Context: an optimization exercise on an open-source flow, tuned for small area, a short achievable clock period and few clock cycles. The choices shown serve that exercise and are no tape-out recipe. Where RTL was checked, it was by simulation tests only, not by an equivalence proof against the original. Power figures rest on the tool's default switching activity, not on a simulated workload.

## hough_top
module hough_top (
   input  logic                clk,
   input  logic                i_rst_n,
   input  logic                i_row_valid,
   input  hough_pkg::row_t     i_row,
   output logic                o_row_ready,
   output logic                o_res_valid,
   output hough_pkg::result_t  o_res,
   input  logic                i_res_ready
);
Size: roughly 2800 cells after synthesis, roughly 33 I/O pins, ~0.031 sq mm of cells after synthesis.
clock: 8.0 ns
lec_check: 0
cap_margin: 20
core_margin: 2
core_utilization: 55
setup_slack_margin: 4.8
slew_margin: 20
run.sh (not shown) runs the stock make flow with config.mk's settings and CLKGATE_MAP_FILE= SYNTH_SCRIPT=/design/flow/synth_recipe.tcl, a recipe that flattens the netlist after the stock synthesis.
The starting point went through all stages and came out clean.
Edit:
--- a/flow/design.v
+++ b/flow/design.v
@@ -548,18 +548,15 @@
    logic       cutok_q;       
    logic [3:0] pop1;
    logic [5:0] proom;
    logic [5:0] pleft;         
    logic       pcross;
    logic [2:0] plo [5];       
-   logic [2:0] psu [5:9];     
-   logic [3:0] room4_q;       
+   logic [2:0] phi [5];       
    logic [3:0] r4;            
-   logic [3:0] pdrop;         
-   logic [5:0] tr;            
-   logic [4:0] ld;            
+   logic [4:0] rhi;           
    logic [9:0] kc;
    function automatic logic [3:0] pop10(input logic [9:0] b);
       logic s0, c0, s1, c1, s2, c2, t0, d0, u1, f1, e0, g1, h;
       s0 = b[0] ^ b[1] ^ b[2];  c0 = (b[0] & b[1]) | (b[0] & b[2]) | (b[1] & b[2]);
       s1 = b[3] ^ b[4] ^ b[5];  c1 = (b[3] & b[4]) | (b[3] & b[5]) | (b[4] & b[5]);
       s2 = b[6] ^ b[7] ^ b[8];  c2 = (b[6] & b[7]) | (b[6] & b[8]) | (b[7] & b[8]);
@@ -568,40 +565,30 @@
       u1 = c0 ^ c1 ^ c2;        f1 = (c0 & c1) | (c0 & c2) | (c1 & c2);
       pop10[1] = u1 ^ d0 ^ e0;  g1 = (u1 & d0) | (u1 & e0) | (d0 & e0);
       pop10[2] = f1 ^ g1;       h  = f1 & g1;
       pop10[3] = h;
    endfunction
    assign pop1 = pop10(a_q[9]);
-   function automatic logic [2:0] pc5(input logic [4:0] b);
-      logic s1, c1, c2;
-      s1 = b[0] ^ b[1] ^ b[2];  c1 = (b[0] & b[1]) | (b[0] & b[2]) | (b[1] & b[2]);
-      pc5[0] = s1 ^ b[3] ^ b[4];
-      c2 = (s1 & b[3]) | (s1 & b[4]) | (b[3] & b[4]);
-      pc5[1] = c1 ^ c2;
-      pc5[2] = c1 & c2;
-   endfunction
    always_comb begin
       proom  = v2first_q ? 6'd32 : room_q;
       pleft  = proom - {2'd0, pop_q};
       pcross = (proom != 6'd0) && ({2'd0, pop_q} >= proom);
-      plo[0] = pc5({4'd0, r2_q[0]});
-      plo[1] = pc5({3'd0, r2_q[1:0]});
-      plo[2] = pc5({2'd0, r2_q[2:0]});
-      plo[3] = pc5({1'd0, r2_q[3:0]});
-      plo[4] = pc5(r2_q[4:0]);
-      psu[5] = pc5({1'd0, r2_q[9:6]});
-      psu[6] = pc5({2'd0, r2_q[9:7]});
-      psu[7] = pc5({3'd0, r2_q[9:8]});
-      psu[8] = pc5({4'd0, r2_q[9]});
-      psu[9] = 3'd0;
-      r4    = v2first_q ? 4'd15 : room4_q;
-      pdrop = pop_q - r4;
-      for (int k = 0; k < 6; k++) tr[k] = r4 >= 4'(k);
-      for (int k = 0; k < 5; k++) ld[k] = pdrop <= 4'(k);
-      for (int j = 0; j < 5; j++) kc[j] = tr[plo[j]];
-      for (int j = 5; j < 10; j++) kc[j] = ld[psu[j]];
+      for (int j = 0; j < 5; j++) begin
+         plo[j] = '0;
+         phi[j] = '0;
+         for (int k = 0; k <= j; k++) begin
+            plo[j] = plo[j] + {2'd0, r2_q[k]};
+            phi[j] = phi[j] + {2'd0, r2_q[5+k]};
+         end
+      end
+      r4  = (proom > 6'd15) ? 4'd15 : proom[3:0];
+      rhi = {1'b0, r4} - {2'd0, plo[4]};
+      for (int j = 0; j < 5; j++) begin
+         kc[j]   = {1'b0, plo[j]} <= r4;
+         kc[5+j] = !rhi[4] && ({2'd0, phi[j]} <= rhi);
+      end
    end
    always_ff @(posedge clk or negedge i_rst_n) begin
       if (!i_rst_n) v2_q <= 1'b0;
       else          v2_q <= vld1_q;
    end
    always_ff @(posedge clk) begin
@@ -609,14 +596,13 @@
          v2first_q <= first;
          v2row_q   <= vrow_q;
          r2_q      <= a_q[9];
          pop_q     <= pop1;
       end
       if (v2_q) begin
-         room_q  <= pcross ? 6'd0 : pleft;
-         room4_q <= pcross ? 4'd0 : ((pleft > 6'd15) ? 4'd15 : pleft[3:0]);
+         room_q <= pcross ? 6'd0 : pleft;
          if (v2first_q) prow_q <= 4'd15;
          if (pcross) begin
             prow_q <= v2row_q;
             pcol_q <= kc;
          end
          if (v2first_q)                                        cutok_q <= 1'b0;
What happened:
- The new run passed the timing, DRC and antenna checks
- first-iteration DRC count goes down by a few percent
- via count goes up slightly
- routed wire length goes up slightly
- final cell count goes up slightly
- count of clock-buffer cells in the layout goes up by 1
- maximum frequency goes down by roughly a tenth
- global-route usage goes down by 1.2 points
- flip-flop and latch count goes down by 3
- non-clock buffer count goes up by 1
- total power is about the same
- final area goes up slightly
- area after synthesis goes up slightly
- synthesized cell count goes up by a few percent
- utilization goes down by 0.29 points
Testbench counts after the change, summed over its fixed seeds: cycles 2,871.
Function not checked in the first run of this note: the RTL went through the layout flow alone.

-- port drivers added, routing unchanged --
How much do the figures lean on ideal ports? The routed layouts below were timed once more, with nothing changed but the port constraints.
Step 1: set_driving_cell puts a clkbuf_16 on clk and a buf_2 on each other input, an assumption about the parent block.
Step 2 times the ports against the registers' clock, not the clock port: input delays grow and output delays shrink by t, the midpoint of the rising clock arrivals with the driver on.
a / b / c = ideal / step 1 / step 2; a / b = the first two.
| run | t, ns | setup slack, ns | worst setup path after step 2 | slew at the worst register clock pin (ns) | worst slew at a driven data input, ns |
|---|---|---|---|---|---|
| the first run | 0.681 | 4.860 / 4.797 / 4.264 | input to register | 0.07 / 0.07 | 0.04 |
| the second run | 0.684 | 4.416 / 4.416 / 4.240 | input to register | 0.06 / 0.06 | 0.06 |
After both steps every run listed still meets setup and hold. For the first run, which loses most, drivers alone change the setup slack by -0.063 ns; drivers and shift together by -0.596 ns.
